Background: an optimization exercise with open tools, aiming at small area, a short achievable clock period and few clock cycles. Do not read the settings as production practice.
Only simulation tests tie the RTL to the original design; equivalence was not proved.
No activity file was given, so power comes from the tool's default toggle rates.

// rv_core_top
module rv_core_top (
  input  logic        i_clk,
  input  logic        i_rst,
  output logic [31:0] o_imem_raddr,
  input  logic [31:0] i_imem_rdata,
  output logic [31:0] o_dmem_addr,
  output logic        o_dmem_ren,
  output logic        o_dmem_wen,
  output logic [31:0] o_dmem_wdata,
  input  logic [31:0] i_dmem_rdata,
  output logic        o_retire_valid,
  output logic [31:0] o_retire_inst,
  output logic [31:0] o_retire_pc,
  output logic        o_retire_halt,
  output logic [4:0]  o_retire_rs1_addr,
  output logic [4:0]  o_retire_rs2_addr,
  output logic [31:0] o_retire_rs1_rdata,
  output logic [31:0] o_retire_rs2_rdata,
  output logic [4:0]  o_retire_rd_addr,
  output logic [31:0] o_retire_rd_wdata
);
export LEC_CHECK = 0
export CAP_MARGIN = 20
export CORE_MARGIN = 2
export CORE_UTILIZATION = 40
export SETUP_SLACK_MARGIN = 5.0
export SLEW_MARGIN = 20
create_clock -name core_clock -period 8.0 [get_ports {i_clk}]
standard.sh (not shown) runs the stock make flow with config.mk's settings and CLKGATE_MAP_FILE= SYNTH_SCRIPT=/design/flow/synth_recipe.tcl, a recipe that flattens the netlist after the stock synthesis.
==> flow/flow/run.sh <==
#!/bin/bash
# The standard layout (the standard.sh: standard synthesis, ORFS
# floorplan to finish), with two layout choices changed:
#  - ports are buffered with buf_2 cells instead of the smallest buffer the
#    resizer finds (a delay cell on sky130hd)
#  - clock tree synthesis inserts no dummy loads and uses larger sink clusters
# Each tool's full output stays in ORFS's own logs under orfs/logs; make's
# output goes to flow_make.log here.
set -euo pipefail
export BUFFER_PORTS_ARGS="-buffer_cell sky130_fd_sc_hd__buf_2"
export CTS_ARGS="-sink_clustering_enable -repair_clock_nets -dont_use_dummy_load -sink_clustering_size 30 -sink_clustering_max_diameter 100"
bash standard.sh > flow_make.log 2>&1
The first run went through all stages and came out clean.
Testbench counts at the start, summed over its fixed seeds: cycles 15,586.
==> next run, changes <==
--- a/flow/flow/run.sh
+++ b/flow/flow/run.sh
@@ -10,3 +10,3 @@
 export BUFFER_PORTS_ARGS="-buffer_cell sky130_fd_sc_hd__buf_2"
-export CTS_ARGS="-sink_clustering_enable -repair_clock_nets -dont_use_dummy_load -sink_clustering_size 30 -sink_clustering_max_diameter 100"
+export CTS_ARGS="-sink_clustering_enable -repair_clock_nets -dont_use_dummy_load -sink_clustering_size 20 -sink_clustering_max_diameter 80"
 bash standard.sh > flow_make.log 2>&1
ABC_AREA = 1   (was unset)
CORE_UTILIZATION = 55   (was 40)
What happened: The changed run completed with no timing, DRC or antenna violations; final cell count is higher by a quarter to a third; global-route usage increases by 11 points; die area went down by a quarter to a third; first-iteration DRC count decreases by a few percent; power goes up by a few percent; wire length fell by a few percent; maximum frequency came out higher by a few percent; critical path depth fell by 1; sequential share of layout area stays flat.
==> next run, changes <==
CORE_UTILIZATION = 40   (was 55)
What happened: Cell count rose by 7.6%. Final area rose by about 1.8%. Power rose by about 0.9%. Sequential cell count is unchanged. Utilization fell by 16 points. Setup slack is better by 22 ps.


## old
rv_core_top, a different RTL version from the one above (not shown whole).
Size: about 8,200 cells after synthesis, roughly 1,800 flip-flops, about 340 I/O pins, roughly 75,000 sq um of cells after synthesis.
Design rv_core_top, start of the top module:
module rv_core_top (
  input  logic        i_clk,
  input  logic        i_rst,
  output logic [31:0] o_imem_raddr,
  input  logic [31:0] i_imem_rdata,
  output logic [31:0] o_dmem_addr,
  output logic        o_dmem_ren,
  output logic        o_dmem_wen,
  output logic [31:0] o_dmem_wdata,
  input  logic [31:0] i_dmem_rdata,
  output logic        o_retire_valid,
  output logic [31:0] o_retire_inst,
  output logic [31:0] o_retire_pc,
  output logic        o_retire_halt,
  output logic [4:0]  o_retire_rs1_addr,
  output logic [4:0]  o_retire_rs2_addr,
  output logic [31:0] o_retire_rs1_rdata,
  output logic [31:0] o_retire_rs2_rdata,
  output logic [4:0]  o_retire_rd_addr,
  output logic [31:0] o_retire_rd_wdata
);
export LEC_CHECK = 0
export ABC_AREA = 1
export CAP_MARGIN = 20
export CORE_MARGIN = 2
export CORE_UTILIZATION = 55
export SETUP_SLACK_MARGIN = 5.0
export SLEW_MARGIN = 20
create_clock -name core_clock -period 8.0 [get_ports {i_clk}]
==> flow/flow/run.sh <==
#!/bin/bash
# The standard layout (the standard.sh: standard synthesis, ORFS
# floorplan to finish), with two layout choices changed:
#  - ports are buffered with buf_2 cells instead of the smallest buffer the
#    resizer finds (a delay cell on sky130hd)
#  - clock tree synthesis inserts no dummy loads and uses larger sink clusters
# Each tool's full output stays in ORFS's own logs under orfs/logs; make's
# output goes to flow_make.log here.
set -euo pipefail
export BUFFER_PORTS_ARGS="-buffer_cell sky130_fd_sc_hd__buf_2"
export CTS_ARGS="-sink_clustering_enable -repair_clock_nets -dont_use_dummy_load -sink_clustering_size 20 -sink_clustering_max_diameter 80"
bash standard.sh > flow_make.log 2>&1
Testbench counts of old, summed over its fixed seeds: cycles 15,216.
Edits applied to the flow inputs when going from old to new:
# old
export LEC_CHECK = 0
export ABC_AREA = 1
export CAP_MARGIN = 20
export CORE_MARGIN = 2
export CORE_UTILIZATION = 55
export SETUP_SLACK_MARGIN = 5.0
export SLEW_MARGIN = 20
create_clock -name core_clock -period 8.0 [get_ports {i_clk}]
# new
export LEC_CHECK = 0
export ABC_AREA = 1
export CAP_MARGIN = 20
export CORE_MARGIN = 2
export CORE_UTILIZATION = 40
export SETUP_SLACK_MARGIN = 5.0
export SLEW_MARGIN = 20
create_clock -name core_clock -period 8.0 [get_ports {i_clk}]
Results
- Relative to old, post-DP HPWL increased by about 8% in new.
- Setup slack is higher on new
- Summary of the comparison: setup slack at placement is higher in new, relative to old.
- Achievable frequency: new vs old up 1.9%
- Met2 track demand over resource: old and new compared, lower one is new
- Delta(part of the power in combinational logic, new - old) > 0
- new vs. old: wire length of the first global-routing pass now sits higher, total stage count of the critical path now sits higher, core utilization now sits lower.

## re-timing with driven ports
The results above use ideal ports. As a check the final layouts listed here were re-extracted and re-timed, cells and wires unchanged. Step 1: set_driving_cell puts a clkbuf_16 on i_clk and a buf_2 on each other input, an assumption about the parent block. Step 2 times the ports against the registers' clock, not the clock port: input delays grow and output delays shrink by t, the midpoint of the rising clock arrivals with the driver on. Slacks: ideal / step 1 / step 2; pairs: ideal / step 1.
| run | shift t [ns] | slack for setup (ns) | clock arrival spread, ns | pins driven straight from the clock port |
|---|---|---|---|---|
| the first run of note 1 | 0.811 | 4.821 / 4.821 / 4.200 | 0.122 / 0.123 | 1 |
| the second run of note 1 | 0.815 | 4.913 / 4.913 / 4.387 | 0.103 / 0.104 | 1 |
| the third run of note 1 | 0.847 | 4.934 / 4.913 / 4.404 | 0.142 / 0.143 | 1 |
| old | 0.817 | 4.877 / 4.877 / 4.435 | 0.086 / 0.086 | 1 |
| new | 0.840 | 4.935 / 4.897 / 4.434 | 0.126 / 0.125 | 1 |
After both steps setup and hold are still met in every run listed. The setup slack of the first run of note 1, which loses most, moves by 0.000 ns with the drivers and by -0.621 ns with both steps.
